Background: an optimization exercise with open tools, aiming at small area and a short achievable clock period. Do not read the settings as production practice.
Only simulation tests tie the RTL to the original design; equivalence was not proved.
Power is estimated from default activity; no workload was simulated.

==> flow/design.v <==
`timescale 1ns/1ps
module qdDecode (
  input  logic [15:0] in,
  output logic isNaR,
  output logic isZero,
  output logic sign,
  output logic [12:0] sig,
  output logic signed [6:0] k
);
  logic [14:0] body;
  logic [13:0] y;
  logic [13:0] above;    
  logic [13:0] hot;      
  logic [3:0] pos;
  logic any;
  logic e;
  assign body = in[15] ? (~in[14:0] + 15'd1) : in[14:0];
  assign y = body[14] ? ~body[13:0] : body[13:0];
  always_comb begin
    above[13] = y[13];
    for (int j = 12; j >= 0; j--) above[j] = above[j+1] | y[j];
    hot[13] = y[13];
    for (int j = 12; j >= 0; j--) hot[j] = y[j] & ~above[j+1];
    any = above[0];
    pos = 4'd0;
    for (int j = 0; j < 14; j++) pos = pos | (hot[j] ? 4'(j) : 4'd0);
    e = 1'b0;
    for (int j = 1; j < 14; j++) e = e | (hot[j] & body[j-1]);
    for (int t = 0; t < 12; t++) sig[t] = (t + 2 <= 13 ? (above[t+2 > 13 ? 13 : t+2] & body[t]) : 1'b0) | hot[t+1];
    sig[12] = hot[13];
    if (!above[2]) sig[0] = 1'b1;
    if (!any) begin
      k = body[14] ? 7'sd28 : -7'sd28;
    end else if (body[14]) begin
      k = (pos == 4'd0) ? 7'sd26 : 7'(7'sd27 - 7'(3 * pos) + 7'(e));
    end else begin
      k = (pos == 4'd0) ? -7'sd28 : 7'(7'(pos) - 7'sd27 + 7'(e));
    end
  end
  assign isNaR = (in == 16'h8000);
  assign isZero = (in == 16'h0000);
  assign sign = in[15];
endmodule
`timescale 1ns/1ps
module qdTerm (
  input  logic        aNaR,
  input  logic        aZero,
  input  logic        aSign,
  input  logic [12:0] aSig,
  input  logic [6:0]  aK,
  input  logic        bNaR,
  input  logic        bZero,
  input  logic        bSign,
  input  logic [12:0] bSig,
  input  logic [6:0]  bK,
  input  logic        hold,
  output logic [47:0] prod,
  output logic [2:0]  shiftHi,
  output logic        neg,
  output logic        nar,
  output logic        kill
);
  logic [25:0] rawProd;
  logic [6:0] shift;
  logic [62:0] ext;
  assign shift = aK + bK + 7'd56;
  assign kill = hold | aNaR | bNaR | aZero | bZero;
  assign neg = (aSign ^ bSign) & ~kill;
  assign nar = (aNaR | bNaR) & ~hold;
  qdMul mul (.a(aSig), .b(bSig), .inv(neg), .p(rawProd));
  assign ext = {{22{neg}}, rawProd, {15{neg}}} << shift[3:0];
  assign prod = ext[62:15];
  assign shiftHi = shift[6:4];
endmodule
module qdMul (
  input  logic [12:0] a,
  input  logic [12:0] b,
  input  logic inv,
  output logic [25:0] p
);
  logic [12:0] pp [13];
  logic [25:0] r0, r1;
  always_comb for (int i = 0; i < 13; i++) pp[i] = b[i] ? a : '0;
  logic fc1;
  logic fc10;
  logic fc100;
  logic fc101;
  logic fc102;
  logic fc103;
  logic fc104;
  logic fc105;
  logic fc106;
  logic fc107;
  logic fc108;
  logic fc109;
  logic fc11;
  logic fc111;
  logic fc112;
  logic fc113;
  logic fc114;
  logic fc115;
  logic fc116;
  logic fc117;
  logic fc118;
  logic fc119;
  logic fc12;
  logic fc120;
  logic fc121;
  logic fc122;
  logic fc123;
  logic fc124;
  logic fc125;
  logic fc126;
  logic fc127;
  logic fc128;
  logic fc129;
  logic fc130;
  logic fc131;
  logic fc14;
  logic fc15;
  logic fc16;
  logic fc17;
  logic fc18;
  logic fc19;
  logic fc21;
  logic fc23;
  logic fc24;
  logic fc26;
  logic fc27;
  logic fc28;
  logic fc29;
  logic fc3;
  logic fc30;
  logic fc31;
  logic fc32;
  logic fc33;
  logic fc34;
  logic fc35;
  logic fc36;
  logic fc37;
  logic fc38;
  logic fc39;
  logic fc4;
  logic fc40;
  logic fc41;
  logic fc42;
  logic fc43;
  logic fc44;
  logic fc45;
  logic fc46;
  logic fc47;
  logic fc48;
  logic fc49;
  logic fc50;
  logic fc51;
  logic fc52;
  logic fc53;
  logic fc54;
  logic fc55;
  logic fc57;
  logic fc59;
  logic fc6;
  logic fc60;
  logic fc61;
  logic fc62;
  logic fc63;
  logic fc64;
  logic fc65;
  logic fc66;
  logic fc67;
  logic fc68;
  logic fc69;
  logic fc7;
  logic fc70;
  logic fc71;
  logic fc72;
  logic fc73;
  logic fc74;
  logic fc75;
  logic fc76;
  logic fc77;
  logic fc78;
  logic fc79;
  logic fc8;
  logic fc80;
  logic fc81;
  logic fc82;
  logic fc83;
  logic fc84;
  logic fc85;
  logic fc86;
  logic fc87;
  logic fc88;
  logic fc89;
  logic fc91;
  logic fc92;
  logic fc93;
  logic fc94;
  logic fc95;
  logic fc96;
  logic fc97;
  logic fc98;
  logic fc99;
  logic fs1;
  logic fs10;
  logic fs100;
  logic fs101;
  logic fs102;
  logic fs103;
  logic fs104;
  logic fs105;
  logic fs106;
  logic fs107;
  logic fs108;
  logic fs109;
  logic fs11;
  logic fs111;
  logic fs112;
  logic fs113;
  logic fs114;
  logic fs115;
  logic fs116;
  logic fs117;
  logic fs118;
  logic fs119;
  logic fs12;
  logic fs120;
  logic fs121;
  logic fs122;
  logic fs123;
  logic fs124;
  logic fs125;
  logic fs126;
  logic fs127;
  logic fs128;
  logic fs129;
  logic fs130;
  logic fs131;
  logic fs14;
  logic fs15;
  logic fs16;
  logic fs17;
  logic fs18;
  logic fs19;
  logic fs21;
  logic fs23;
  logic fs24;
  logic fs26;
  logic fs27;
  logic fs28;
  logic fs29;
  logic fs3;
  logic fs30;
  logic fs31;
  logic fs32;
  logic fs33;
  logic fs34;
  logic fs35;
  logic fs36;
  logic fs37;
  logic fs38;
  logic fs39;
  logic fs4;
  logic fs40;
  logic fs41;
  logic fs42;
  logic fs43;
  logic fs44;
  logic fs45;
  logic fs46;
  logic fs47;
  logic fs48;
  logic fs49;
  logic fs50;
  logic fs51;
  logic fs52;
  logic fs53;
  logic fs54;
  logic fs55;
  logic fs57;
  logic fs59;
  logic fs6;
  logic fs60;
  logic fs61;
  logic fs62;
  logic fs63;
  logic fs64;
  logic fs65;
  logic fs66;
  logic fs67;
  logic fs68;
  logic fs69;
  logic fs7;
  logic fs70;
  logic fs71;
  logic fs72;
  logic fs73;
  logic fs74;
  logic fs75;
  logic fs76;
  logic fs77;
  logic fs78;
  logic fs79;
  logic fs8;
  logic fs80;
  logic fs81;
  logic fs82;
  logic fs83;
  logic fs84;
  logic fs85;
  logic fs86;
  logic fs87;
  logic fs88;
  logic fs89;
  logic fs91;
  logic fs92;
  logic fs93;
  logic fs94;
  logic fs95;
  logic fs96;
  logic fs97;
  logic fs98;
  logic fs99;
  logic hc0;
  logic hc110;
  logic hc13;
  logic hc2;
  logic hc20;
  logic hc22;
  logic hc25;
  logic hc5;
  logic hc56;
  logic hc58;
  logic hc9;
  logic hc90;
  logic hs0;
  logic hs110;
  logic hs13;
  logic hs2;
  logic hs20;
  logic hs22;
  logic hs25;
  logic hs5;
  logic hs56;
  logic hs58;
  logic hs9;
  logic hs90;
  assign {hc0, hs0} = {1'b0, pp[0][9]} + {1'b0, pp[1][8]};
  assign {fc1, fs1} = {1'b0, pp[0][10]} + {1'b0, pp[1][9]} + {1'b0, pp[2][8]};
  assign {hc2, hs2} = {1'b0, pp[3][7]} + {1'b0, pp[4][6]};
  assign {fc3, fs3} = {1'b0, pp[0][11]} + {1'b0, pp[1][10]} + {1'b0, pp[2][9]};
  assign {fc4, fs4} = {1'b0, pp[3][8]} + {1'b0, pp[4][7]} + {1'b0, pp[5][6]};
  assign {hc5, hs5} = {1'b0, pp[6][5]} + {1'b0, pp[7][4]};
  assign {fc6, fs6} = {1'b0, pp[0][12]} + {1'b0, pp[1][11]} + {1'b0, pp[2][10]};
  assign {fc7, fs7} = {1'b0, pp[3][9]} + {1'b0, pp[4][8]} + {1'b0, pp[5][7]};
  assign {fc8, fs8} = {1'b0, pp[6][6]} + {1'b0, pp[7][5]} + {1'b0, pp[8][4]};
  assign {hc9, hs9} = {1'b0, pp[9][3]} + {1'b0, pp[10][2]};
  assign {fc10, fs10} = {1'b0, pp[1][12]} + {1'b0, pp[2][11]} + {1'b0, pp[3][10]};
  assign {fc11, fs11} = {1'b0, pp[4][9]} + {1'b0, pp[5][8]} + {1'b0, pp[6][7]};
  assign {fc12, fs12} = {1'b0, pp[7][6]} + {1'b0, pp[8][5]} + {1'b0, pp[9][4]};
  assign {hc13, hs13} = {1'b0, pp[10][3]} + {1'b0, pp[11][2]};
  assign {fc14, fs14} = {1'b0, pp[2][12]} + {1'b0, pp[3][11]} + {1'b0, pp[4][10]};
  assign {fc15, fs15} = {1'b0, pp[5][9]} + {1'b0, pp[6][8]} + {1'b0, pp[7][7]};
  assign {fc16, fs16} = {1'b0, pp[8][6]} + {1'b0, pp[9][5]} + {1'b0, pp[10][4]};
  assign {fc17, fs17} = {1'b0, pp[3][12]} + {1'b0, pp[4][11]} + {1'b0, pp[5][10]};
  assign {fc18, fs18} = {1'b0, pp[6][9]} + {1'b0, pp[7][8]} + {1'b0, pp[8][7]};
  assign {fc19, fs19} = {1'b0, pp[4][12]} + {1'b0, pp[5][11]} + {1'b0, pp[6][10]};
  assign {hc20, hs20} = {1'b0, pp[0][6]} + {1'b0, pp[1][5]};
  assign {fc21, fs21} = {1'b0, pp[0][7]} + {1'b0, pp[1][6]} + {1'b0, pp[2][5]};
  assign {hc22, hs22} = {1'b0, pp[3][4]} + {1'b0, pp[4][3]};
  assign {fc23, fs23} = {1'b0, pp[0][8]} + {1'b0, pp[1][7]} + {1'b0, pp[2][6]};
  assign {fc24, fs24} = {1'b0, pp[3][5]} + {1'b0, pp[4][4]} + {1'b0, pp[5][3]};
  assign {hc25, hs25} = {1'b0, pp[6][2]} + {1'b0, pp[7][1]};
  assign {fc26, fs26} = {1'b0, hs0} + {1'b0, pp[2][7]} + {1'b0, pp[3][6]};
  assign {fc27, fs27} = {1'b0, pp[4][5]} + {1'b0, pp[5][4]} + {1'b0, pp[6][3]};
  assign {fc28, fs28} = {1'b0, pp[7][2]} + {1'b0, pp[8][1]} + {1'b0, pp[9][0]};
  assign {fc29, fs29} = {1'b0, hc0} + {1'b0, fs1} + {1'b0, hs2};
  assign {fc30, fs30} = {1'b0, pp[5][5]} + {1'b0, pp[6][4]} + {1'b0, pp[7][3]};
  assign {fc31, fs31} = {1'b0, pp[8][2]} + {1'b0, pp[9][1]} + {1'b0, pp[10][0]};
  assign {fc32, fs32} = {1'b0, fc1} + {1'b0, hc2} + {1'b0, fs3};
  assign {fc33, fs33} = {1'b0, fs4} + {1'b0, hs5} + {1'b0, pp[8][3]};
  assign {fc34, fs34} = {1'b0, pp[9][2]} + {1'b0, pp[10][1]} + {1'b0, pp[11][0]};
  assign {fc35, fs35} = {1'b0, fc3} + {1'b0, fc4} + {1'b0, hc5};
  assign {fc36, fs36} = {1'b0, fs6} + {1'b0, fs7} + {1'b0, fs8};
  assign {fc37, fs37} = {1'b0, hs9} + {1'b0, pp[11][1]} + {1'b0, pp[12][0]};
  assign {fc38, fs38} = {1'b0, fc6} + {1'b0, fc7} + {1'b0, fc8};
  assign {fc39, fs39} = {1'b0, hc9} + {1'b0, fs10} + {1'b0, fs11};
  assign {fc40, fs40} = {1'b0, fs12} + {1'b0, hs13} + {1'b0, pp[12][1]};
  assign {fc41, fs41} = {1'b0, fc10} + {1'b0, fc11} + {1'b0, fc12};
  assign {fc42, fs42} = {1'b0, hc13} + {1'b0, fs14} + {1'b0, fs15};
  assign {fc43, fs43} = {1'b0, fs16} + {1'b0, pp[11][3]} + {1'b0, pp[12][2]};
  assign {fc44, fs44} = {1'b0, fc14} + {1'b0, fc15} + {1'b0, fc16};
  assign {fc45, fs45} = {1'b0, fs17} + {1'b0, fs18} + {1'b0, pp[9][6]};
  assign {fc46, fs46} = {1'b0, pp[10][5]} + {1'b0, pp[11][4]} + {1'b0, pp[12][3]};
  assign {fc47, fs47} = {1'b0, fc17} + {1'b0, fc18} + {1'b0, fs19};
  assign {fc48, fs48} = {1'b0, pp[7][9]} + {1'b0, pp[8][8]} + {1'b0, pp[9][7]};
  assign {fc49, fs49} = {1'b0, pp[10][6]} + {1'b0, pp[11][5]} + {1'b0, pp[12][4]};
  assign {fc50, fs50} = {1'b0, fc19} + {1'b0, pp[5][12]} + {1'b0, pp[6][11]};
  assign {fc51, fs51} = {1'b0, pp[7][10]} + {1'b0, pp[8][9]} + {1'b0, pp[9][8]};
  assign {fc52, fs52} = {1'b0, pp[10][7]} + {1'b0, pp[11][6]} + {1'b0, pp[12][5]};
  assign {fc53, fs53} = {1'b0, pp[6][12]} + {1'b0, pp[7][11]} + {1'b0, pp[8][10]};
  assign {fc54, fs54} = {1'b0, pp[9][9]} + {1'b0, pp[10][8]} + {1'b0, pp[11][7]};
  assign {fc55, fs55} = {1'b0, pp[7][12]} + {1'b0, pp[8][11]} + {1'b0, pp[9][10]};
  assign {hc56, hs56} = {1'b0, pp[0][4]} + {1'b0, pp[1][3]};
  assign {fc57, fs57} = {1'b0, pp[0][5]} + {1'b0, pp[1][4]} + {1'b0, pp[2][3]};
  assign {hc58, hs58} = {1'b0, pp[3][2]} + {1'b0, pp[4][1]};
  assign {fc59, fs59} = {1'b0, hs20} + {1'b0, pp[2][4]} + {1'b0, pp[3][3]};
  assign {fc60, fs60} = {1'b0, pp[4][2]} + {1'b0, pp[5][1]} + {1'b0, pp[6][0]};
  assign {fc61, fs61} = {1'b0, hc20} + {1'b0, fs21} + {1'b0, hs22};
  assign {fc62, fs62} = {1'b0, pp[5][2]} + {1'b0, pp[6][1]} + {1'b0, pp[7][0]};
  assign {fc63, fs63} = {1'b0, fc21} + {1'b0, hc22} + {1'b0, fs23};
  assign {fc64, fs64} = {1'b0, fs24} + {1'b0, hs25} + {1'b0, pp[8][0]};
  assign {fc65, fs65} = {1'b0, fc23} + {1'b0, fc24} + {1'b0, hc25};
  assign {fc66, fs66} = {1'b0, fs26} + {1'b0, fs27} + {1'b0, fs28};
  assign {fc67, fs67} = {1'b0, fc26} + {1'b0, fc27} + {1'b0, fc28};
  assign {fc68, fs68} = {1'b0, fs29} + {1'b0, fs30} + {1'b0, fs31};
  assign {fc69, fs69} = {1'b0, fc29} + {1'b0, fc30} + {1'b0, fc31};
  assign {fc70, fs70} = {1'b0, fs32} + {1'b0, fs33} + {1'b0, fs34};
  assign {fc71, fs71} = {1'b0, fc32} + {1'b0, fc33} + {1'b0, fc34};
  assign {fc72, fs72} = {1'b0, fs35} + {1'b0, fs36} + {1'b0, fs37};
  assign {fc73, fs73} = {1'b0, fc35} + {1'b0, fc36} + {1'b0, fc37};
  assign {fc74, fs74} = {1'b0, fs38} + {1'b0, fs39} + {1'b0, fs40};
  assign {fc75, fs75} = {1'b0, fc38} + {1'b0, fc39} + {1'b0, fc40};
  assign {fc76, fs76} = {1'b0, fs41} + {1'b0, fs42} + {1'b0, fs43};
  assign {fc77, fs77} = {1'b0, fc41} + {1'b0, fc42} + {1'b0, fc43};
  assign {fc78, fs78} = {1'b0, fs44} + {1'b0, fs45} + {1'b0, fs46};
  assign {fc79, fs79} = {1'b0, fc44} + {1'b0, fc45} + {1'b0, fc46};
  assign {fc80, fs80} = {1'b0, fs47} + {1'b0, fs48} + {1'b0, fs49};
  assign {fc81, fs81} = {1'b0, fc47} + {1'b0, fc48} + {1'b0, fc49};
  assign {fc82, fs82} = {1'b0, fs50} + {1'b0, fs51} + {1'b0, fs52};
  assign {fc83, fs83} = {1'b0, fc50} + {1'b0, fc51} + {1'b0, fc52};
  assign {fc84, fs84} = {1'b0, fs53} + {1'b0, fs54} + {1'b0, pp[12][6]};
  assign {fc85, fs85} = {1'b0, fc53} + {1'b0, fc54} + {1'b0, fs55};
  assign {fc86, fs86} = {1'b0, pp[10][9]} + {1'b0, pp[11][8]} + {1'b0, pp[12][7]};
  assign {fc87, fs87} = {1'b0, fc55} + {1'b0, pp[8][12]} + {1'b0, pp[9][11]};
  assign {fc88, fs88} = {1'b0, pp[10][10]} + {1'b0, pp[11][9]} + {1'b0, pp[12][8]};
  assign {fc89, fs89} = {1'b0, pp[9][12]} + {1'b0, pp[10][11]} + {1'b0, pp[11][10]};
  assign {hc90, hs90} = {1'b0, pp[0][3]} + {1'b0, pp[1][2]};
  assign {fc91, fs91} = {1'b0, hs56} + {1'b0, pp[2][2]} + {1'b0, pp[3][1]};
  assign {fc92, fs92} = {1'b0, hc56} + {1'b0, fs57} + {1'b0, hs58};
  assign {fc93, fs93} = {1'b0, fc57} + {1'b0, hc58} + {1'b0, fs59};
  assign {fc94, fs94} = {1'b0, fc59} + {1'b0, fc60} + {1'b0, fs61};
  assign {fc95, fs95} = {1'b0, fc61} + {1'b0, fc62} + {1'b0, fs63};
  assign {fc96, fs96} = {1'b0, fc63} + {1'b0, fc64} + {1'b0, fs65};
  assign {fc97, fs97} = {1'b0, fc65} + {1'b0, fc66} + {1'b0, fs67};
  assign {fc98, fs98} = {1'b0, fc67} + {1'b0, fc68} + {1'b0, fs69};
  assign {fc99, fs99} = {1'b0, fc69} + {1'b0, fc70} + {1'b0, fs71};
  assign {fc100, fs100} = {1'b0, fc71} + {1'b0, fc72} + {1'b0, fs73};
  assign {fc101, fs101} = {1'b0, fc73} + {1'b0, fc74} + {1'b0, fs75};
  assign {fc102, fs102} = {1'b0, fc75} + {1'b0, fc76} + {1'b0, fs77};
  assign {fc103, fs103} = {1'b0, fc77} + {1'b0, fc78} + {1'b0, fs79};
  assign {fc104, fs104} = {1'b0, fc79} + {1'b0, fc80} + {1'b0, fs81};
  assign {fc105, fs105} = {1'b0, fc81} + {1'b0, fc82} + {1'b0, fs83};
  assign {fc106, fs106} = {1'b0, fc83} + {1'b0, fc84} + {1'b0, fs85};
  assign {fc107, fs107} = {1'b0, fc85} + {1'b0, fc86} + {1'b0, fs87};
  assign {fc108, fs108} = {1'b0, fc87} + {1'b0, fc88} + {1'b0, fs89};
  assign {fc109, fs109} = {1'b0, fc89} + {1'b0, pp[10][12]} + {1'b0, pp[11][11]};
  assign {hc110, hs110} = {1'b0, pp[0][2]} + {1'b0, pp[1][1]};
  assign {fc111, fs111} = {1'b0, hs90} + {1'b0, pp[2][1]} + {1'b0, pp[3][0]};
  assign {fc112, fs112} = {1'b0, hc90} + {1'b0, fs91} + {1'b0, pp[4][0]};
  assign {fc113, fs113} = {1'b0, fc91} + {1'b0, fs92} + {1'b0, pp[5][0]};
  assign {fc114, fs114} = {1'b0, fc92} + {1'b0, fs93} + {1'b0, fs60};
  assign {fc115, fs115} = {1'b0, fc93} + {1'b0, fs94} + {1'b0, fs62};
  assign {fc116, fs116} = {1'b0, fc94} + {1'b0, fs95} + {1'b0, fs64};
  assign {fc117, fs117} = {1'b0, fc95} + {1'b0, fs96} + {1'b0, fs66};
  assign {fc118, fs118} = {1'b0, fc96} + {1'b0, fs97} + {1'b0, fs68};
  assign {fc119, fs119} = {1'b0, fc97} + {1'b0, fs98} + {1'b0, fs70};
  assign {fc120, fs120} = {1'b0, fc98} + {1'b0, fs99} + {1'b0, fs72};
  assign {fc121, fs121} = {1'b0, fc99} + {1'b0, fs100} + {1'b0, fs74};
  assign {fc122, fs122} = {1'b0, fc100} + {1'b0, fs101} + {1'b0, fs76};
  assign {fc123, fs123} = {1'b0, fc101} + {1'b0, fs102} + {1'b0, fs78};
  assign {fc124, fs124} = {1'b0, fc102} + {1'b0, fs103} + {1'b0, fs80};
  assign {fc125, fs125} = {1'b0, fc103} + {1'b0, fs104} + {1'b0, fs82};
  assign {fc126, fs126} = {1'b0, fc104} + {1'b0, fs105} + {1'b0, fs84};
  assign {fc127, fs127} = {1'b0, fc105} + {1'b0, fs106} + {1'b0, fs86};
  assign {fc128, fs128} = {1'b0, fc106} + {1'b0, fs107} + {1'b0, fs88};
  assign {fc129, fs129} = {1'b0, fc107} + {1'b0, fs108} + {1'b0, pp[12][9]};
  assign {fc130, fs130} = {1'b0, fc108} + {1'b0, fs109} + {1'b0, pp[12][10]};
  assign {fc131, fs131} = {1'b0, fc109} + {1'b0, pp[11][12]} + {1'b0, pp[12][11]};
  assign r0 = {1'b0, fc131, fc130, fc129, fc128, fc127, fc126, fc125, fc124, fc123, fc122, fc121, fc120, fc119, fc118, fc117, fc116, fc115, fc114, fc113, fc112, fc111, hc110, hs110, pp[0][1], pp[0][0]};
  assign r1 = {1'b0, pp[12][12], fs131, fs130, fs129, fs128, fs127, fs126, fs125, fs124, fs123, fs122, fs121, fs120, fs119, fs118, fs117, fs116, fs115, fs114, fs113, fs112, fs111, pp[2][0], pp[1][0], 1'b0};
  qdAddKS #(.W(26)) fin (.a(r0), .b(r1), .ci(1'b0), .inv(inv), .s(p));
endmodule
`timescale 1ns/1ps
module qdAccum (
  input  logic         clk,
  input  logic         clear,
  input  logic         acc,
  input  logic [47:0]  prod,
  input  logic [7:0]   fill,
  input  logic [7:0]   place,
  input  logic         neg,
  input  logic         termNaR,
  output logic [127:0] quire,
  output logic         quireNaR
);
  logic [127:0] aligned;
  logic [127:0] sum;
  always_comb begin
    aligned = '0;
    for (int j = 0; j < 8; j++) begin
      aligned = aligned | (({80'd0, prod} << (16 * j)) & {128{place[j] & acc}});
    end
    for (int k = 0; k < 8; k++) begin
      aligned[16*k +: 16] = aligned[16*k +: 16] | {16{fill[k] & acc}};
    end
  end
  qdAdd #(.W(128)) add (.a(quire), .b(aligned), .ci(neg & acc), .inv(1'b0), .s(sum));
  always_ff @(posedge clk) begin
    if (clear) begin
      quire <= '0;
      quireNaR <= 1'b0;
    end else begin
      quire <= sum;
      quireNaR <= quireNaR | (termNaR & acc);
    end
  end
endmodule
module qdAdd #(
  parameter int W = 128
) (
  input  logic [W-1:0] a,
  input  logic [W-1:0] b,
  input  logic         ci,
  input  logic         inv,
  output logic [W-1:0] s
);
  localparam int L = $clog2(W);
  logic [W-1:0] p0, g0;
  logic [W-1:0] g, p;
  logic [W-1:0] c;
  always_comb begin
    p0 = a ^ b;
    g0 = a & b;
    g = g0;
    p = p0;
    g[0] = g0[0] | (p0[0] & ci);
    for (int l = 0; l < L; l++) begin
      for (int i = (2 << l) - 1; i < W; i += (2 << l)) begin
        g[i] = g[i] | (p[i] & g[i - (1 << l)]);
        p[i] = p[i] & p[i - (1 << l)];
      end
    end
    for (int l = L - 2; l >= 0; l--) begin
      for (int i = (3 << l) - 1; i < W; i += (2 << l)) begin
        g[i] = g[i] | (p[i] & g[i - (1 << l)]);
        p[i] = p[i] & p[i - (1 << l)];
      end
    end
    c = {g[W-2:0], ci};
    s = p0 ^ {W{inv}} ^ c;
  end
endmodule
module qdAddKS #(
  parameter int W = 26
) (
  input  logic [W-1:0] a,
  input  logic [W-1:0] b,
  input  logic         ci,
  input  logic         inv,
  output logic [W-1:0] s
);
  localparam int L = $clog2(W);
  logic [W-1:0] p0, g0;
  logic [W-1:0] g, p, gn, pn;
  logic [W-1:0] c;
  always_comb begin
    p0 = a ^ b;
    g0 = a & b;
    g = g0;
    p = p0;
    g[0] = g0[0] | (p0[0] & ci);
    for (int l = 0; l < L; l++) begin
      gn = g;
      pn = p;
      for (int i = 0; i < W; i++) begin
        if (i >= (1 << l)) begin
          gn[i] = g[i] | (p[i] & g[i - (1 << l)]);
          pn[i] = p[i] & p[i - (1 << l)];
        end
      end
      g = gn;
      p = pn;
    end
    c = {g[W-2:0], ci};
    s = p0 ^ {W{inv}} ^ c;
  end
endmodule
`timescale 1ns/1ps
module qdRound (
  input  logic [127:0] quire,
  input  logic         quireNaR,
  output logic [15:0]  result
);
  logic s;
  logic [83:0] v;
  logic posBig, negBig, big, tiny, isZero;
  logic [5:0] aPos, aNeg, a;
  logic [5:0] sh;
  logic [16:0] pat;
  logic [13:0] msk;
  logic cut, odd;
  logic [45:0] x5;
  logic [30:0] x4;
  logic [22:0] x3;
  logic [18:0] x2;
  logic [16:0] x1;
  logic [14:0] w;
  logic [80:0] po;
  logic [55:0] stk;
  logic sticky;
  logic inc;
  logic [16:0] ext;
  logic [14:0] e0, e1, em1;
  logic [3:0] m;
  logic g, t0, c, step;
  logic [15:0] main;
  assign s = quire[127];
  assign v = quire[83:0] ^ {84{s}};
  assign posBig = !s && (|quire[126:84]);
  assign negBig = s && !((&quire[126:84]) && (|quire[83:0]));
  assign big = posBig || negBig;
  assign tiny = s ? (&quire[83:28]) : !(|quire[83:28]);
  assign isZero = !s && !(|quire[126:0]);
  qdLead #(.W(64)) leadPos (.x({8'd0, quire[83:28]}), .pos(aPos));
  qdLead #(.W(64)) leadNeg (.x({8'd0, ~quire[83:28]}), .pos(aNeg));
  assign a = s ? aNeg : aPos;
  positRoundTable tab (.a, .sh, .pat, .msk, .cut, .odd);
  always_comb begin
    x5 = sh[5] ? {26'd0, v[83:58]} : v[71:26];
    x4 = sh[4] ? {1'b0, x5[45:16]} : x5[30:0];
    x3 = sh[3] ? x4[30:8] : x4[22:0];
    x2 = sh[2] ? x3[22:4] : x3[18:0];
    x1 = sh[1] ? x2[18:2] : x2[16:0];
    w = sh[0] ? x1[15:1] : x1[14:0];
  end
  always_comb begin
    po = quire[80:0];
    for (int l = 0; l < 7; l++) begin
      for (int i = 0; i < 81; i++) begin
        if ((i >> l) % 2 == 1) po[i] = po[i] | po[((i >> l) << l) - 1];
      end
    end
  end
  assign stk = po[80:25];
  positRoundSticky pick (.a, .stk, .sticky);
  assign inc = s && !sticky;
  assign ext = pat | {3'd0, w[13:0] & msk};
  assign e0 = ext[16:2];
  assign e1 = e0 + 15'd1;
  assign em1 = e0 - 15'd1;
  assign m = {1'b0, w[2:0]} + {3'd0, inc};
  always_comb begin
    if (cut) begin
      g = odd && (m[3] || m[1] || m[0]);
      t0 = odd && (m[3] || m[1]);
      c = 1'b0;
    end else begin
      g = ext[1] ^ (inc && ext[0]);
      t0 = ext[0] ^ inc;
      c = inc && ext[1] && ext[0];
    end
  end
  assign step = c || (g && (t0 || sticky || e0[0]));
  assign main = s ? (step ? ~{1'b0, e0} : ~{1'b0, em1})
                  : (step ? {1'b0, e1} : {1'b0, e0});
  always_comb begin
    if (quireNaR) begin
      result = 16'h8000;
    end else if (isZero) begin
      result = 16'h0000;
    end else if (big) begin
      result = s ? 16'h8001 : 16'h7FFF;
    end else if (tiny) begin
      result = s ? 16'hFFFF : 16'h0001;
    end else begin
      result = main;
    end
  end
endmodule
module qdLead #(
  parameter int W = 64
) (
  input  logic [W-1:0] x,
  output logic [$clog2(W)-1:0] pos
);
  if (W == 2) begin : g_leaf
    assign pos = x[1];
  end else begin : g_node
    localparam int H = W / 2;
    logic [$clog2(H)-1:0] ph, pl;
    logic vh;
    qdLead #(.W(H)) hi (.x(x[W-1:H]), .pos(ph));
    qdLead #(.W(H)) lo (.x(x[H-1:0]), .pos(pl));
    assign vh = |x[W-1:H];
    assign pos = vh ? {1'b1, ph} : {1'b0, pl};
  end
endmodule
`timescale 1ns/1ps
module positRoundTable (
  input  logic [5:0]  a,
  output logic [5:0]  sh,
  output logic [16:0] pat,
  output logic [13:0] msk,
  output logic        cut,
  output logic        odd
);
  always_comb begin
    case (a)
      6'd0: begin sh = 6'd0; pat = 17'h00004; msk = 14'h0000; cut = 1'b1; odd = 1'b0; end
      6'd1: begin sh = 6'd1; pat = 17'h00004; msk = 14'h0000; cut = 1'b1; odd = 1'b1; end
      6'd2: begin sh = 6'd2; pat = 17'h00008; msk = 14'h0003; cut = 1'b0; odd = 1'b0; end
      6'd3: begin sh = 6'd3; pat = 17'h0000C; msk = 14'h0003; cut = 1'b0; odd = 1'b0; end
      6'd4: begin sh = 6'd3; pat = 17'h00010; msk = 14'h0007; cut = 1'b0; odd = 1'b0; end
      6'd5: begin sh = 6'd4; pat = 17'h00018; msk = 14'h0007; cut = 1'b0; odd = 1'b0; end
      6'd6: begin sh = 6'd4; pat = 17'h00020; msk = 14'h000F; cut = 1'b0; odd = 1'b0; end
      6'd7: begin sh = 6'd5; pat = 17'h00030; msk = 14'h000F; cut = 1'b0; odd = 1'b0; end
      6'd8: begin sh = 6'd5; pat = 17'h00040; msk = 14'h001F; cut = 1'b0; odd = 1'b0; end
      6'd9: begin sh = 6'd6; pat = 17'h00060; msk = 14'h001F; cut = 1'b0; odd = 1'b0; end
      6'd10: begin sh = 6'd6; pat = 17'h00080; msk = 14'h003F; cut = 1'b0; odd = 1'b0; end
      6'd11: begin sh = 6'd7; pat = 17'h000C0; msk = 14'h003F; cut = 1'b0; odd = 1'b0; end
      6'd12: begin sh = 6'd7; pat = 17'h00100; msk = 14'h007F; cut = 1'b0; odd = 1'b0; end
      6'd13: begin sh = 6'd8; pat = 17'h00180; msk = 14'h007F; cut = 1'b0; odd = 1'b0; end
      6'd14: begin sh = 6'd8; pat = 17'h00200; msk = 14'h00FF; cut = 1'b0; odd = 1'b0; end
      6'd15: begin sh = 6'd9; pat = 17'h00300; msk = 14'h00FF; cut = 1'b0; odd = 1'b0; end
      6'd16: begin sh = 6'd9; pat = 17'h00400; msk = 14'h01FF; cut = 1'b0; odd = 1'b0; end
      6'd17: begin sh = 6'd10; pat = 17'h00600; msk = 14'h01FF; cut = 1'b0; odd = 1'b0; end
      6'd18: begin sh = 6'd10; pat = 17'h00800; msk = 14'h03FF; cut = 1'b0; odd = 1'b0; end
      6'd19: begin sh = 6'd11; pat = 17'h00C00; msk = 14'h03FF; cut = 1'b0; odd = 1'b0; end
      6'd20: begin sh = 6'd11; pat = 17'h01000; msk = 14'h07FF; cut = 1'b0; odd = 1'b0; end
      6'd21: begin sh = 6'd12; pat = 17'h01800; msk = 14'h07FF; cut = 1'b0; odd = 1'b0; end
      6'd22: begin sh = 6'd12; pat = 17'h02000; msk = 14'h0FFF; cut = 1'b0; odd = 1'b0; end
      6'd23: begin sh = 6'd13; pat = 17'h03000; msk = 14'h0FFF; cut = 1'b0; odd = 1'b0; end
      6'd24: begin sh = 6'd13; pat = 17'h04000; msk = 14'h1FFF; cut = 1'b0; odd = 1'b0; end
      6'd25: begin sh = 6'd14; pat = 17'h06000; msk = 14'h1FFF; cut = 1'b0; odd = 1'b0; end
      6'd26: begin sh = 6'd14; pat = 17'h08000; msk = 14'h3FFF; cut = 1'b0; odd = 1'b0; end
      6'd27: begin sh = 6'd15; pat = 17'h0C000; msk = 14'h3FFF; cut = 1'b0; odd = 1'b0; end
      6'd28: begin sh = 6'd16; pat = 17'h10000; msk = 14'h3FFF; cut = 1'b0; odd = 1'b0; end
      6'd29: begin sh = 6'd17; pat = 17'h14000; msk = 14'h3FFF; cut = 1'b0; odd = 1'b0; end
      6'd30: begin sh = 6'd19; pat = 17'h18000; msk = 14'h1FFF; cut = 1'b0; odd = 1'b0; end
      6'd31: begin sh = 6'd20; pat = 17'h1A000; msk = 14'h1FFF; cut = 1'b0; odd = 1'b0; end
      6'd32: begin sh = 6'd22; pat = 17'h1C000; msk = 14'h0FFF; cut = 1'b0; odd = 1'b0; end
      6'd33: begin sh = 6'd23; pat = 17'h1D000; msk = 14'h0FFF; cut = 1'b0; odd = 1'b0; end
      6'd34: begin sh = 6'd25; pat = 17'h1E000; msk = 14'h07FF; cut = 1'b0; odd = 1'b0; end
      6'd35: begin sh = 6'd26; pat = 17'h1E800; msk = 14'h07FF; cut = 1'b0; odd = 1'b0; end
      6'd36: begin sh = 6'd28; pat = 17'h1F000; msk = 14'h03FF; cut = 1'b0; odd = 1'b0; end
      6'd37: begin sh = 6'd29; pat = 17'h1F400; msk = 14'h03FF; cut = 1'b0; odd = 1'b0; end
      6'd38: begin sh = 6'd31; pat = 17'h1F800; msk = 14'h01FF; cut = 1'b0; odd = 1'b0; end
      6'd39: begin sh = 6'd32; pat = 17'h1FA00; msk = 14'h01FF; cut = 1'b0; odd = 1'b0; end
      6'd40: begin sh = 6'd34; pat = 17'h1FC00; msk = 14'h00FF; cut = 1'b0; odd = 1'b0; end
      6'd41: begin sh = 6'd35; pat = 17'h1FD00; msk = 14'h00FF; cut = 1'b0; odd = 1'b0; end
      6'd42: begin sh = 6'd37; pat = 17'h1FE00; msk = 14'h007F; cut = 1'b0; odd = 1'b0; end
      6'd43: begin sh = 6'd38; pat = 17'h1FE80; msk = 14'h007F; cut = 1'b0; odd = 1'b0; end
      6'd44: begin sh = 6'd40; pat = 17'h1FF00; msk = 14'h003F; cut = 1'b0; odd = 1'b0; end
      6'd45: begin sh = 6'd41; pat = 17'h1FF40; msk = 14'h003F; cut = 1'b0; odd = 1'b0; end
      6'd46: begin sh = 6'd43; pat = 17'h1FF80; msk = 14'h001F; cut = 1'b0; odd = 1'b0; end
      6'd47: begin sh = 6'd44; pat = 17'h1FFA0; msk = 14'h001F; cut = 1'b0; odd = 1'b0; end
      6'd48: begin sh = 6'd46; pat = 17'h1FFC0; msk = 14'h000F; cut = 1'b0; odd = 1'b0; end
      6'd49: begin sh = 6'd47; pat = 17'h1FFD0; msk = 14'h000F; cut = 1'b0; odd = 1'b0; end
      6'd50: begin sh = 6'd49; pat = 17'h1FFE0; msk = 14'h0007; cut = 1'b0; odd = 1'b0; end
      6'd51: begin sh = 6'd50; pat = 17'h1FFE8; msk = 14'h0007; cut = 1'b0; odd = 1'b0; end
      6'd52: begin sh = 6'd52; pat = 17'h1FFF0; msk = 14'h0003; cut = 1'b0; odd = 1'b0; end
      6'd53: begin sh = 6'd53; pat = 17'h1FFF4; msk = 14'h0003; cut = 1'b0; odd = 1'b0; end
      6'd54: begin sh = 6'd54; pat = 17'h1FFF8; msk = 14'h0000; cut = 1'b1; odd = 1'b0; end
      6'd55: begin sh = 6'd55; pat = 17'h1FFF8; msk = 14'h0000; cut = 1'b1; odd = 1'b1; end
      default: begin sh = 6'd0; pat = 17'h00000; msk = 14'h0000; cut = 1'b0; odd = 1'b0; end
    endcase
  end
endmodule
module positRoundSticky (
  input  logic [5:0]  a,
  input  logic [55:0] stk,
  output logic        sticky
);
  logic [63:0] byA;
  assign byA[0] = stk[0];
  assign byA[1] = stk[1];
  assign byA[2] = stk[2];
  assign byA[3] = stk[3];
  assign byA[4] = stk[3];
  assign byA[5] = stk[4];
  assign byA[6] = stk[4];
  assign byA[7] = stk[5];
  assign byA[8] = stk[5];
  assign byA[9] = stk[6];
  assign byA[10] = stk[6];
  assign byA[11] = stk[7];
  assign byA[12] = stk[7];
  assign byA[13] = stk[8];
  assign byA[14] = stk[8];
  assign byA[15] = stk[9];
  assign byA[16] = stk[9];
  assign byA[17] = stk[10];
  assign byA[18] = stk[10];
  assign byA[19] = stk[11];
  assign byA[20] = stk[11];
  assign byA[21] = stk[12];
  assign byA[22] = stk[12];
  assign byA[23] = stk[13];
  assign byA[24] = stk[13];
  assign byA[25] = stk[14];
  assign byA[26] = stk[14];
  assign byA[27] = stk[15];
  assign byA[28] = stk[16];
  assign byA[29] = stk[17];
  assign byA[30] = stk[19];
  assign byA[31] = stk[20];
  assign byA[32] = stk[22];
  assign byA[33] = stk[23];
  assign byA[34] = stk[25];
  assign byA[35] = stk[26];
  assign byA[36] = stk[28];
  assign byA[37] = stk[29];
  assign byA[38] = stk[31];
  assign byA[39] = stk[32];
  assign byA[40] = stk[34];
  assign byA[41] = stk[35];
  assign byA[42] = stk[37];
  assign byA[43] = stk[38];
  assign byA[44] = stk[40];
  assign byA[45] = stk[41];
  assign byA[46] = stk[43];
  assign byA[47] = stk[44];
  assign byA[48] = stk[46];
  assign byA[49] = stk[47];
  assign byA[50] = stk[49];
  assign byA[51] = stk[50];
  assign byA[52] = stk[52];
  assign byA[53] = stk[53];
  assign byA[54] = stk[54];
  assign byA[55] = stk[55];
  assign byA[63:56] = 8'd0;
  assign sticky = byA[a];
endmodule
`timescale 1ns/1ps
module quireDotApb (
  input  logic        clk,
  input  logic        rst,
  input  logic        psel,
  input  logic        penable,
  input  logic        pwrite,
  input  logic [7:0]  paddr,
  input  logic [31:0] pwdata,
  output logic [31:0] prdata,
  output logic        pready,
  output logic        pslverr
);
  localparam logic [7:0] RegOpA = 8'h00;
  localparam logic [7:0] RegOpB = 8'h04;
  localparam logic [7:0] RegCtrl = 8'h08;
  localparam logic [7:0] RegResult = 8'h0C;
  logic setup;
  logic hitA, hitB, hitC, hitR;
  logic rstQ, clrQ;
  logic wrA, wrB;
  logic accNext;
  logic doAcc;
  logic [15:0] stg;
  logic [15:0] opA, opB;
  logic dNaR, dZero, dSign;
  logic [12:0] dSig;
  logic [6:0] dK;
  logic aNaR, aZero, aSign, bNaR, bZero, bSign;
  logic [12:0] aSig, bSig;
  logic [6:0] aK, bK;
  logic [47:0] prod;
  logic [2:0] shiftHi;
  logic neg, nar, kill;
  logic [47:0] tProd;
  logic [7:0] tPlace;
  logic [7:0] tFill;
  logic [7:0] place, covered;
  logic tNeg, tNaR;
  logic [127:0] quire;
  logic quireNaR;
  logic [15:0] result;
  logic [15:0] rdata;
  logic err;
  assign setup = psel && !penable;
  assign hitA = (paddr == RegOpA);
  assign hitB = (paddr == RegOpB);
  assign hitC = (paddr == RegCtrl);
  assign hitR = (paddr == RegResult);
  always_ff @(posedge clk) begin
    rstQ <= rst;
    clrQ <= rst || (setup && pwrite && hitC && pwdata[0]);
    wrA <= setup && pwrite && hitA;
    wrB <= setup && pwrite && hitB;
    stg <= pwdata[15:0];
  end
  qdDecode dec (.in(stg), .isNaR(dNaR), .isZero(dZero), .sign(dSign), .sig(dSig), .k(dK));
  always_ff @(posedge clk) begin
    if (rstQ) begin
      opA <= '0;
      aNaR <= 1'b0;
      aZero <= 1'b1;
    end else if (wrA) begin
      opA <= stg;
      aNaR <= dNaR;
      aZero <= dZero;
    end
    if (rstQ) begin
      opB <= '0;
      bNaR <= 1'b0;
      bZero <= 1'b1;
    end else if (wrB) begin
      opB <= stg;
      bNaR <= dNaR;
      bZero <= dZero;
    end
    if (wrA) begin
      aSign <= dSign;
      aSig <= dSig;
      aK <= dK;
    end
    if (wrB) begin
      bSign <= dSign;
      bSig <= dSig;
      bK <= dK;
    end
  end
  qdTerm term (
    .aNaR, .aZero, .aSign, .aSig, .aK,
    .bNaR, .bZero, .bSign, .bSig, .bK,
    .hold(rstQ),
    .prod, .shiftHi, .neg, .nar, .kill
  );
  assign accNext = setup && pwrite && hitC && pwdata[1];
  assign place = 8'd1 << shiftHi;
  assign covered = place | (place << 1) | (place << 2);
  always_ff @(posedge clk) begin
    tProd <= prod;
    doAcc <= accNext;
    tPlace <= kill ? 8'd0 : place;
    tFill <= neg ? ~covered : 8'd0;
    tNeg <= neg;
    tNaR <= nar;
  end
  qdAccum accum (
    .clk, .clear(clrQ),
    .acc(doAcc), .prod(tProd), .fill(tFill), .place(tPlace), .neg(tNeg), .termNaR(tNaR),
    .quire, .quireNaR
  );
  qdRound round (.quire, .quireNaR, .result);
  always_ff @(posedge clk) begin
    rdata <= ({16{hitA && !rstQ}} & opA) | ({16{hitB && !rstQ}} & opB) | ({16{hitR && !rstQ}} & result);
    err <= !(hitA || hitB || hitC || hitR) || (pwrite && hitR);
  end
  assign prdata = {16'h0000, rdata};
  assign pready = 1'b1;
  assign pslverr = err;
endmodule
==> flow/flow/run.sh <==
#!/bin/bash
set -euo pipefail
bash standard.sh SETUP_SLACK_MARGIN=16.2 "BUFFER_PORTS_ARGS=-buffer_cell sky130_fd_sc_hd__buf_2" finish > standard.log 2>&1
==> flow/standard.sh <==
#!/bin/bash
# synth_recipe.tcl (not shown) runs the flow's synth.tcl, then flattens the netlist and writes it again
# the make line also repeats each setting of config.mk as NAME=value (left out here)
make -C /OpenROAD-flow-scripts/flow DESIGN_CONFIG=/design/flow/config.mk WORK_HOME=/design/flow/orfs CLKGATE_MAP_FILE= SYNTH_SCRIPT=/design/flow/synth_recipe.tcl "${@:-finish}"
==> flow/config.mk <==
export PLATFORM = sky130hd
export DESIGN_NAME = quireDotApb
export DESIGN_NICKNAME = quireDotApb
export VERILOG_FILES = /design/flow/design.v
export SDC_FILE = /design/flow/constraint.sdc
export NUM_CORES = 4
export LEC_CHECK = 0
export ABC_AREA = 1
export CAP_MARGIN = 20
export CORE_MARGIN = 2
export CORE_UTILIZATION = 70
export PLACE_DENSITY = 0.9
export SLEW_MARGIN = 20
==> flow/constraint.sdc <==
create_clock -name core_clock -period 22.0 [get_ports {clk}]
set_input_delay 4.4000 -clock core_clock [delete_from_list [all_inputs] [get_ports {clk}]]
set_output_delay 4.4000 -clock core_clock [all_outputs]
set_load 0.01 [all_outputs]
==> metrics.md, run 1 <==
| Metric | Value |
|---|---|
| Hold Path End | `accum.quireNaR` |
| Setup TNS after final layout | `0 ns` |
| Number of cell instances on the worst register-to-register path | `25` |
| Number of buffers created by CTS | `35` |
| Switching fraction of total power | `0.264` |
| Clock-pin slew on the worst setup and hold paths | `0.07 ns` |
| Mean routed wirelength per cell | `21.4 um` |
| Flop and latch count out of synthesis | `304` |
| CTS sink count | `304` |
| Most common cell after layout, fill and taps aside | `nand2_1` |
| Sw Pwr | `351 uW` |
| Summed instance area of the synthesized netlist | `31000 um^2` |
| Cell at the root of the clock tree | `clkbuf_16` |
| Final worst clock skew | `0.0342 ns` |
| Post-layout net count | `5016` |
| Slew at the pin closest to its max-slew limit | `1.14 ns` |
| Initial antenna violation count | `4` |
| Post-synth EDFFs | `42` |
| Number of endpoints failing setup at the final stage | `0` |
| Slowest cell delay on critical path | `0.60 ns` |
| Startpoint of the lowest-slack register-to-register path | `aSig[9]` |
| Critical Setup Path Class | `reg2reg` |
| Nature of the critical path endpoint | `register` |
| Top library cells by usage in the layout, fill and taps aside | `957 x nand2_1, 750 x inv_1, 405 x nor2_1` |
| Global router's overall resource usage | `0.418` |
| CTS Hold Buffers Added | `0` |
| Io pins | `79` |
| Mean cell area of the mapped netlist | `6.83 um^2` |
| Number of buffers added on ports | `45` |
| P_int | `976 uW` |
| Die span in x | `215 um` |
| Required time reported for the critical path endpoint | `22.49 ns` |
| Std-Cell Core Area | `44000 um^2` |
| Setup repair after global routing missed its margin | `true` |
| Number of hold violations in the final report | `0` |
| Mapped Cells | `4544` |
| Minimum clock period after layout | `6.41 ns` |
| Placed cell area | `31300 um^2` |
| Diode count | `0` |
| First-pass GRT wire length | `156 mm` |
| Fill cells | `2853` |
| Worst rel slew slack | `0.232` |
| Worst hold path depth | `2` |
| Buffer levels on the longest clock path | `3` |
| Site row count | `77` |
| Area growth from synthesis to layout | `11.6%` |
| Cell area after layout | `34600 um^2` |
| Starting Density | `0.705` |
| Async set-reset flop share out of synthesis | `0` |
| Synth Warn # | `9` |
| Pre-CTS setup slack | `14.54 ns` |
| Leading area contributor after synthesis | `dfxtp_1` |
| Fin. max-slew vios | `0` |
| R2R setup slack | `15.59 ns` |
| First-pass DRT Iterations | `17` |
| Vias per Instance | `6.51` |
| Die area | `46000 um^2` |
| Flip-flop and latch area | `6580 um^2` |
| Post-synth top area share | `0.169` |
| Detailed Place HPWL | `67.8 mm` |
| Clock power share | `0.479` |
| Top_reg_cell synth | `dfxtp_1` |
| Weighted congestion reported at the end of routability-driven placement | `1.06` |
| First DRT Iteration DRCs | `5698` |
| Largest driver fanout on the critical path | `4` |
| Drt total wl | `112 mm` |
| Worst hold path type | `reg2reg` |
| Clock tree from TritonCTS | `built` |
| Overall power after layout | `1330 uW` |
| Critical-path top delay cell | `fa_1` |
| DRT antenna net count | `0` |
| Worst hold slack | `0.473 ns` |
| Top achievable clock speed | `156 MHz` |
| Via count of the first global-routing pass | `30600` |
| Biggest area contributors in the synthesized netlist | `dfxtp_1 17%, fa_1 12%, nand2_1 12%, inv_1 9.3%, ha_1 7.9%` |
| Share of synthesized area occupied by flip-flops and latches | `0.210` |
| Relative contribution of sequential cells to total power | `0.432` |
| Power Dens Cells | `38.3 nW/um^2` |
| Static leakage power | `0.0171 uW` |
| Gate power share | `0.089` |
| Status | `timing/DRC/antenna clean` |
| Count of different cell masters after synthesis | `64` |
| Vertical die dimension | `215 um` |
| # DRC | `0` |
| Maximum vdd drop | `0.0805 mV` |
| Via count | `33900` |
| Clock latency at the later pin of the worst-skew pair | `0.59 ns` |
| Startpoint of the lowest-slack hold path | `tNaR` |
| Capturing point of the worst reg2reg path | `tProd[22]` |
| Final worst slack | `15.59 ns` |
| Combined area of the multi-input logic cells | `21800 um^2` |
| Largest net degree at the start of global routing | `62` |
| Remaining global-route overflow | `0` |
| Fin crit share | `0.291` |
| Worst EP arrival | `6.91 ns` |
| Startpoint Class | `register` |
| Level count of the clock H-tree | `2` |
| Max-cap check violation count | `0` |
| Share of post-route cells with drive strength above 1 | `0.127` |
## through the flow
stage | utilization | std cells
detailed placement | 0.711 | 5026
finish | 0.786 | 5207
CTS | 0.754 | 5143
floorplan | - | 4559
global route | 0.786 | 5207
global placement | 0.711 | 5026
## worst max path at each step
stage	startpoint	endpoint
after CTS	doAcc	accum.quire[127]
final	aSig[9]	tProd[22]
after global placement	doAcc	accum.quire[127]
after global routing	bSig[1]	tProd[22]
after detailed placement	doAcc	accum.quire[127]
after floorplan	paddr[5]	rdata[10]
## Yosys cell counts (5+ instances only)
cell type  count
o2111ai_1     19
a21oi_1      180
o21bai_1      16
buf_2         23
nor2_4         9
fa_1         187
o21ai_0      217
xnor2_1       67
o21ai_2        5
clkinv_1       6
o211ai_1      39
nand2_1      981
buf_6          8
o21ai_1       30
buf_1         12
nand4_1       64
xor2_1       120
buf_4         28
inv_2         14
o221ai_1      13
nand2_4        8
nor3_1        84
clkbuf_1     113
o22ai_1       50
nand3_1      318
dfxtp_1      262
nor4_1        29
nor2_1       416
a21o_1        29
edfxtp_1      42
nand2_2       34
nor2_2        20
nand3_2        5
o21a_1        11
or2_2         19
a31oi_1       26
ha_1         196
nand3b_1       8
inv_1        770
a221oi_1      11
a211oi_1       6
mux2i_1       13
## cells by family (layout without fill, tap and decap cells)
| logic type | Yosys count | in the layout | synth area share |
|---|---|---|---|
| AOI/OAI and AO/OA | 671 | 671 | 0.127 |
| xor gates and xnor gates | 187 | 187 | 0.0528 |
| adders and majority gates | 383 | 383 | 0.200 |
| buffers and inverters | 977 | 1026 | 0.125 |
| DFF | 304 | 304 | 0.210 |
| muxes | 13 | 13 | 0.00419 |
| other | 2 | 17 | 0.000242 |
| and+or+nand+nor | 2007 | 2014 | 0.281 |
## metal layers
layer  track usage  routed length, um
met1         0.511              37000
met2         0.665              47200
met3         0.108              16500
met4         0.253              10900
met5        0.0125                 50
## layout make-up
class                      count  share of cell area
tap                          592              0.0214
timing repair buffer         168              0.0353
sequential                   304               0.190
multi-input combinational   3285               0.630
clock inverter                18             0.00658
timing repair inverter         1            0.000145
inverter                     793              0.0872
clock buffer                  46              0.0288
## power by group through the flow
| stage | Clock, uW | Combinational (uW) | Sequential (uW) |
|---|---|---|---|
| after floorplan | 0 | 73.2 | 584 |
| final | 635 | 119 | 573 |
| after CTS | 626 | 94.8 | 573 |
| after global routing | 654 | 123 | 573 |
| after detailed placement | 0 | 90.8 | 586 |
| after global placement | 0 | 87.8 | 586 |
## registers in the layout, indices dropped and copies added (netlist names), 7 cells and up
name and count:
tProd 42, aSig 13, opA 16, tFill 8, rdata 16, stg 16, bSig 13, bK 7
opB 16, tPlace 8, accum.quire 128, aK 7
## repair_timing
item / 4_1_cts / 5_1_grt
gates cloned: 1 / 8
resized for setup: 71 / 250
buffers inserted: 52 / 56
pin swaps: 9 / 70
setup endpoints to repair: 112 / 89
## critical path: cells and delay by family, from the launching register on
| kind | cells | cell delay, ns |
|---|---|---|
| adder cells (fa/ha/maj) | 6 | 2.87 |
| AO/OA/AOI/OAI | 8 | 1.45 |
| AND/OR/NAND/NOR | 7 | 1.13 |
| flip-flops | 1 | 0.51 |
| buffers and inverters | 4 | 0.34 |
==> inputs of run 2 (changes only) <==
==> flow/flow/run.sh (replaced) <==
#!/bin/bash
set -euo pipefail
bash standard.sh SETUP_SLACK_MARGIN=16.4 "BUFFER_PORTS_ARGS=-buffer_cell sky130_fd_sc_hd__buf_2" finish > standard.log 2>&1
--- a/flow/config.mk
+++ b/flow/config.mk
@@ -9,5 +9,5 @@
 export CAP_MARGIN = 20
 export CORE_MARGIN = 2
-export CORE_UTILIZATION = 70
-export PLACE_DENSITY = 0.9
+export CORE_UTILIZATION = 65
+export PLACE_DENSITY = 0.8
 export SLEW_MARGIN = 20
==> run 2 against run 1 <==
Net effect: still clean; clock-buffer cell count did not move; sequential share of layout area barely moved; sequential cell count stayed put; die area rose by 7.5%; non-clock buffer count rose by 17; design area up 0.44%; critical path type unchanged.
==> metrics.md, run 2 <==
| Metric | Value |
|---|---|
| R2R setup slack | `16.22 ns` |
| Via count of the first global-routing pass | `28600` |
| Minimum clock period after layout | `5.78 ns` |
| Diode count | `0` |
| Final cell count without fillers | `5251` |
| Registers with the highest flip-flop counts | `accum.quire x128, tProd x42` |
| Largest net degree at the start of global routing | `64` |
| Async set-reset flop share out of synthesis | `0` |
| Commonest cells post-synth | `981 x nand2_1, 770 x inv_1, 416 x nor2_1` |
| Maximum vdd drop | `0.0722 mV` |
| Summed instance area of the synthesized netlist | `31000 um^2` |
| Number of buffers added on ports | `45` |
| Slowest cell delay on critical path | `0.57 ns` |
| Clock tree from TritonCTS | `built` |
| Final worst clock skew | `0.0417 ns` |
| Most common cell after layout, fill and taps aside | `nand2_1` |
| Gate power share | `0.078` |
| Biggest register | `accum.quire` |
| CTS Hold Buffers Added | `0` |
| Top achievable clock speed | `173 MHz` |
| First-pass GRT wire length | `149 mm` |
| First DRT Iteration DRCs | `3360` |
| Top library cells by usage in the layout, fill and taps aside | `957 x nand2_1, 756 x inv_1, 400 x nor2_1` |
| Detailed Place HPWL | `68.0 mm` |
| Setup TNS after final layout | `0 ns` |
| CTS sink count | `304` |
| Post-synth EDFFs | `42` |
| Std-Cell Core Area | `47400 um^2` |
| Relative contribution of sequential cells to total power | `0.438` |
| Most frequent cell after synthesis | `nand2_1` |
| Remaining global-route overflow | `0` |
| Max-cap check violation count | `0` |
| Clock power share | `0.483` |
| Site row count | `80` |
| Status | `timing/DRC/antenna clean` |
| Drt total wl | `97.3 mm` |
| Leading area contributor after synthesis | `dfxtp_1` |
| Die area | `49500 um^2` |
| Mean routed wirelength per cell | `18.5 um` |
| Number of flip-flops under the largest register name | `128` |
| DRT antenna net count | `0` |
| Critical-path top delay cell | `fa_1` |
| Critical Setup Path Class | `reg2reg` |
| Worst hold path type | `reg2reg` |
| Post-synth top area share | `0.169` |
| Required time reported for the critical path endpoint | `22.45 ns` |
| Share of post-route cells with drive strength above 1 | `0.128` |
| Post-layout net count | `5036` |
| Nature of the critical path endpoint | `register` |
| Placed cell area | `31400 um^2` |
| Static leakage power | `0.0172 uW` |
| Via count | `31000` |
| Global router's overall resource usage | `0.376` |
| Initial antenna violation count | `1` |
| First-pass DRT Iterations | `9` |
| Io pins | `79` |
| Startpoint Class | `register` |
| Cell area after layout | `34800 um^2` |
| Buffer levels on the longest clock path | `3` |
| Pre-CTS setup slack | `14.86 ns` |
| Vias per Instance | `5.90` |
| Vertical die dimension | `222 um` |
| P_int | `978 uW` |
| Cell at the root of the clock tree | `clkbuf_16` |
| Flop and latch count out of synthesis | `304` |
| Slew at the pin closest to its max-slew limit | `1.20 ns` |
| Area growth from synthesis to layout | `12.1%` |
| Level count of the clock H-tree | `2` |
| Clock latency at the later pin of the worst-skew pair | `0.59 ns` |
| Switching fraction of total power | `0.255` |
| Starting Density | `0.654` |
| Sw Pwr | `334 uW` |
| Fin. max-slew vios | `0` |
| Mean cell area of the mapped netlist | `6.83 um^2` |
| Number of buffers created by CTS | `37` |
| Worst EP arrival | `6.22 ns` |
| Die span in x | `222 um` |
| Top_reg_cell synth | `dfxtp_1` |
| Worst rel slew slack | `0.193` |
| Largest driver fanout on the critical path | `5` |
| Cell count after placement | `5051` |
| # DRC | `0` |
| Share of synthesized area occupied by flip-flops and latches | `0.210` |
| Fin crit share | `0.263` |
| Final worst slack | `16.22 ns` |
| Weighted congestion reported at the end of routability-driven placement | `1.05` |
| Synth Warn # | `9` |
| Mapped Cells | `4544` |
| Setup repair after global routing missed its margin | `true` |
| Count of different cell masters after synthesis | `64` |
| Number of endpoints failing setup at the final stage | `0` |
| Clock-pin slew on the worst setup and hold paths | `0.06 ns` |
| Biggest area contributors in the synthesized netlist | `dfxtp_1 17%, fa_1 12%, nand2_1 12%, inv_1 9.3%, ha_1 7.9%` |
| Number of hold violations in the final report | `0` |
| Power Dens Cells | `37.8 nW/um^2` |
| Utilization after layout | `0.733` |
[run 2: changes by cell type in the layout (fill, tap and decap cells not counted), sizes merged]
| cell | before | now |
|---|---|---|
| buf | 167 | 183 |
| clkinvlp | 6 | 9 |
| inv | 785 | 787 |
| clkbuf | 47 | 48 |
| bufinv | 4 | 3 |
[run 2: metrics by stage]
step                total power (uW)  hold slack [ns]
global route                    1350            0.476
CTS                             1310            0.456
global placement                 674            0.443
floorplan                        657            0.426
detailed placement               677            0.446
finish                          1310            0.455
[run 2: cell type report]
cell class,count,area (um^2)
Multi-Input combinational cell,3285,21700
Fill cell,3833,12700
Sequential cell,304,6600
Inverter,793,3010
Timing Repair Buffer,185,1430
Clock buffer,46,1020
Tap cell,615,769
Clock inverter,21,240
Timing Repair inverter,2,12.5
[run 2: path summary, 6_finish.rpt]
kind,endpoint,cells after the start,startpoint
worst max-delay path,tProd[27],28,bSig[1]
worst min-delay path,opB[13],2,opB[13]
worst max register to register,tProd[27],28,bSig[1]
worst min register to register,opB[13],2,opB[13]
[run 2: per-layer routing]
layer,vias up,GRT usage,routed length (um),share of wire
met1,14200,0.496,38100,0.39
met5,-,0,68,0.00070
met3,322,0.0820,11000,0.11
met4,4,0.129,4010,0.041
met2,1755,0.609,44000,0.45
li1,14700,-,-,-
[run 2: power groups by stage]
stage                     clock network [uW]  registers, uW  logic, uW
after floorplan                            0            584       73.3
after global placement                     0            588       86.4
after detailed placement                   0            588       88.9
after CTS                                637            576       93.6
after global routing                     659            575        115
final                                    635            575        103
[run 2: cells by family (layout without fill, tap and decap cells)]
| kind of cell | count (synthesis) | in the layout | synth area share |
|---|---|---|---|
| compound gates | 671 | 671 | 0.127 |
| fa+ha+maj | 383 | 383 | 0.200 |
| buf+inv | 977 | 1047 | 0.125 |
| simple gates | 2007 | 2014 | 0.281 |
| flops | 304 | 304 | 0.210 |
| other cells | 2 | 17 | 0.000242 |
| xor+xnor | 187 | 187 | 0.0528 |
| mux | 13 | 13 | 0.00419 |
[run 2: critical path, delay by kind of cell, from the launching register on]
family                     cells  cell delay (ns)
DFF                            1             0.50
adders and majority gates      6             2.69
and+or+nand+nor               11             1.30
buffers and inverters          5             0.40
AOI/OAI and AO/OA              6             0.76
[run 2: repair_timing]
action                     in CTS  in global routing
pin swaps                      28                 40
setup endpoints to repair     117                 82
cloned                          2                  8
resized for setup             101                187
buffers inserted               65                 58
==> inputs of run 3 (changes only) <==
==> flow/flow/run.sh (replaced) <==
#!/bin/bash
set -euo pipefail
bash standard.sh SETUP_SLACK_MARGIN=16.3 "BUFFER_PORTS_ARGS=-buffer_cell sky130_fd_sc_hd__buf_2" finish > standard.log 2>&1
==> run 3 against run 2 <==
Net effect: register-to-register slack gained 0.02 ns; design area shrank 1.5%; largest power group unchanged; global-route usage shrank 0.36 points; utilization shrank 1.1 points; first-iteration DRC count shrank 9.9%; sequential power is essentially flat; combinational power is essentially flat; routed wire length shrank 1.6%; sequential cell count is the same; fmax grew 0.31%; worst hold slack lost 0.0088 ns; non-clock buffer count shrank 37.
==> metrics.md, run 3 <==
| Metric | Value |
|---|---|
| Status | `timing/DRC/antenna clean` |
| Most common cell after layout, fill and taps aside | `nand2_1` |
| Starting Density | `0.654` |
| Maximum vdd drop | `0.0751 mV` |
| Level count of the clock H-tree | `2` |
| Biggest register | `accum.quire` |
| Relative contribution of sequential cells to total power | `0.440` |
| Post-layout net count | `4995` |
| Number of buffers created by CTS | `36` |
| Die area | `49500 um^2` |
| Largest driver fanout on the critical path | `4` |
| Final worst clock skew | `0.0204 ns` |
| Detailed Place HPWL | `68.6 mm` |
| Clock tree from TritonCTS | `built` |
| Worst rel slew slack | `0.238` |
| Sw Pwr | `328 uW` |
| First-pass DRT Iterations | `8` |
| Largest net degree at the start of global routing | `85` |
| Weighted congestion reported at the end of routability-driven placement | `1.03` |
| Top_reg_cell synth | `dfxtp_1` |
| Critical-path top delay cell | `fa_1` |
| Number of hold violations in the final report | `0` |
| Worst hold path type | `reg2reg` |
| Die span in x | `222 um` |
| Startpoint Class | `register` |
| Via count | `30600` |
| Clock latency at the later pin of the worst-skew pair | `0.56 ns` |
| Cell family contributing the most delay on the critical path | `adder cells` |
| DRT antenna net count | `0` |
| Site row count | `80` |
| Mean cell area of the mapped netlist | `6.83 um^2` |
| Most frequent cell after synthesis | `nand2_1` |
| Clock-pin slew on the worst setup and hold paths | `0.07 ns` |
| Required time reported for the critical path endpoint | `22.47 ns` |
| Worst EP arrival | `6.23 ns` |
| Number of buffers and inverters on the critical path | `5` |
| Fin crit share | `0.262` |
| First DRT Iteration DRCs | `3026` |
| Nature of the critical path endpoint | `register` |
| Max-cap check violation count | `0` |
| Share of post-route cells with drive strength above 1 | `0.113` |
| Mean routed wirelength per cell | `18.4 um` |
| Slew at the pin closest to its max-slew limit | `1.13 ns` |
| Post-synth EDFFs | `42` |
| Remaining global-route overflow | `0` |
| Commonest cells post-synth | `981 x nand2_1, 770 x inv_1, 416 x nor2_1` |
| Drt total wl | `95.7 mm` |
| Post-synth top area share | `0.169` |
| Io pins | `79` |
| Cell at the root of the clock tree | `clkbuf_16` |
| Vias per Instance | `5.87` |
| CTS sink count | `304` |
| Setup repair after global routing missed its margin | `true` |
| Biggest area contributors in the synthesized netlist | `dfxtp_1 17%, fa_1 12%, nand2_1 12%, inv_1 9.3%, ha_1 7.9%` |
| Diode count | `0` |
| Cell count after placement | `5052` |
| Count of different cell masters after synthesis | `64` |
| Top achievable clock speed | `174 MHz` |
| Initial antenna violation count | `2` |
| Static leakage power | `0.0169 uW` |
| Async set-reset flop share out of synthesis | `0` |
| Slowest cell delay on critical path | `0.58 ns` |
| Leading area contributor after synthesis | `dfxtp_1` |
| Gate power share | `0.076` |
| # DRC | `0` |
| CTS Hold Buffers Added | `0` |
| P_int | `975 uW` |
| Via count of the first global-routing pass | `28100` |
| Critical Setup Path Class | `reg2reg` |
| Area growth from synthesis to layout | `10.3%` |
| Mapped Cells | `4544` |
| Fin. max-slew vios | `0` |
| Flop and latch count out of synthesis | `304` |
| Share of synthesized area occupied by flip-flops and latches | `0.210` |
| Final cell count without fillers | `5209` |
| Registers with the highest flip-flop counts | `accum.quire x128, tProd x42` |
| Buffer levels on the longest clock path | `3` |
| Top library cells by usage in the layout, fill and taps aside | `964 x nand2_1, 755 x inv_1, 405 x nor2_1` |
| Overall power after layout | `1300 uW` |
| Synth Warn # | `9` |
| Switching fraction of total power | `0.252` |
| Clock power share | `0.483` |
| Number of buffers added on ports | `45` |
| Vertical die dimension | `222 um` |
| Most used cell along the critical path | `fa_1` |
| Std-Cell Core Area | `47400 um^2` |
| Power Dens Cells | `38.1 nW/um^2` |
| First-pass GRT wire length | `148 mm` |
| Number of flip-flops under the largest register name | `128` |
| Summed instance area of the synthesized netlist | `31000 um^2` |
| Setup TNS after final layout | `0 ns` |
| Minimum clock period after layout | `5.76 ns` |
| Number of endpoints failing setup at the final stage | `0` |
| Global router's overall resource usage | `0.372` |
| Fill cells | `3903` |
[run 3: cell types whose count changed in the layout (fill, tap and decap cells not counted), sizes merged]
cell and change:
inv +1, buf -36, nand2 -2, clkbuf -2
nor2 -1, clkinv -2
[run 3: kinds of logic after synthesis]
kind of cell,count (synthesis),share of synthesized area
AND/OR/NAND/NOR,2007,0.281
flip-flops,304,0.210
other,2,0.000242
buffers and inverters,977,0.125
AO/OA/AOI/OAI,671,0.127
XOR/XNOR,187,0.0528
adder cells (fa/ha/maj),383,0.200
multiplexers,13,0.00419
[run 3: path summary, 6_finish.rpt]
| path | depth (start not counted) | slack [ns] | start | to |
|---|---|---|---|---|
| setup / recovery | 26 | 16.24 | bSig[0] | tProd[19] |
| hold / removal | 2 | 0.45 | tNaR | accum.quireNaR |
| setup reg to reg | 26 | 16.24 | bSig[0] | tProd[19] |
| hold reg to reg | 2 | 0.45 | tNaR | accum.quireNaR |
[run 3: timing repair]
| action | CTS | global route |
|---|---|---|
| gates resized for setup | 86 | 165 |
| buffers inserted | 58 | 26 |
| setup endpoints to repair | 100 | 75 |
| cloned | 2 | 5 |
| pin swaps | 12 | 31 |
[run 3: area by class of cell]
| cell class | instances | area (um^2) | share of cell area |
|---|---|---|---|
| inverter | 793 | 3010 | 0.0879 |
| clock inverter | 20 | 228 | 0.00665 |
| sequential | 304 | 6600 | 0.193 |
| timing repair inverter | 2 | 13.8 | 0.000402 |
| clock buffer | 45 | 1030 | 0.0300 |
| timing repair buffer | 148 | 1110 | 0.0325 |
| multi-input combinational | 3282 | 21500 | 0.627 |
| tap | 615 | 769 | 0.0225 |
[run 3: power by group through the flow]
stage / clock [uW] / combinational (uW) / sequential (uW)
6_report: 630 / 99.5 / 574
5_1_grt: 656 / 110 / 574
4_1_cts: 633 / 93.8 / 574
3_5_place_dp: 0 / 90.8 / 587
3_3_place_gp: 0 / 87.4 / 587
2_1_floorplan: 0 / 73.2 / 584
[run 3: worst register-to-register path, delay by kind of cell, from the launching register on]
kind | cells | cell delay, ns
and+or+nand+nor | 7 | 0.76
DFF | 1 | 0.46
buffers and inverters | 5 | 0.47
AOI/OAI and AO/OA | 8 | 1.23
adders and majority gates | 6 | 2.74
[run 3: routing by layer]
| metal | GRT usage | part of all wire | vias to the layer above |
|---|---|---|---|
| met4 | 0.134 | 0.038 | 4 |
| met5 | 0 | 0.00032 | - |
| li1 | - | - | 14600 |
| met2 | 0.598 | 0.45 | 1504 |
| met1 | 0.498 | 0.41 | 14200 |
| met3 | 0.0738 | 0.10 | 259 |
[run 3: per-stage QoR]
stage / worst slack (ns) / hold slack (ns) / instance area, um^2 / utilization
after floorplan: 16.33 / 0.426 / 31100 / -
after global placement: 15.02 / 0.436 / 31300 / 0.661
after detailed placement: 14.89 / 0.443 / 31300 / 0.661
after CTS: 16.30 / 0.450 / 33400 / 0.704
after global routing: 16.00 / 0.459 / 34200 / 0.722
final: 16.24 / 0.447 / 34200 / 0.722

-- re-timing with driven ports --
The flow's constraints put no driver on any port. The routed layouts listed below were extracted and timed again, unchanged, in two steps. Step 1 assumes that a clkbuf_16 drives the clock port and a buf_2 every other input. Step 2 times the ports against the registers' clock, not the clock port: input delays grow and output delays shrink by t, the midpoint of the rising clock arrivals with the driver on. Three values: ideal, step 1, step 2; two values: the first two.
| run | shift t [ns] | setup slack, ns | hold WS [ns] | clock arrival spread, ns |
|---|---|---|---|---|
| run 1 | 0.632 | 15.587 / 15.587 / 15.587 | 0.473 / 0.473 / 0.473 | 0.034 / 0.034 |
| run 2 | 0.626 | 16.224 / 16.224 / 15.929 | 0.455 / 0.455 / 0.455 | 0.042 / 0.042 |
| run 3 | 0.615 | 16.242 / 16.242 / 15.741 | 0.447 / 0.447 / 0.447 | 0.021 / 0.021 |
After both steps setup and hold are still met in every run listed. The setup slack of run 3, which loses most, moves by 0.000 ns with the drivers and by -0.501 ns with both steps.
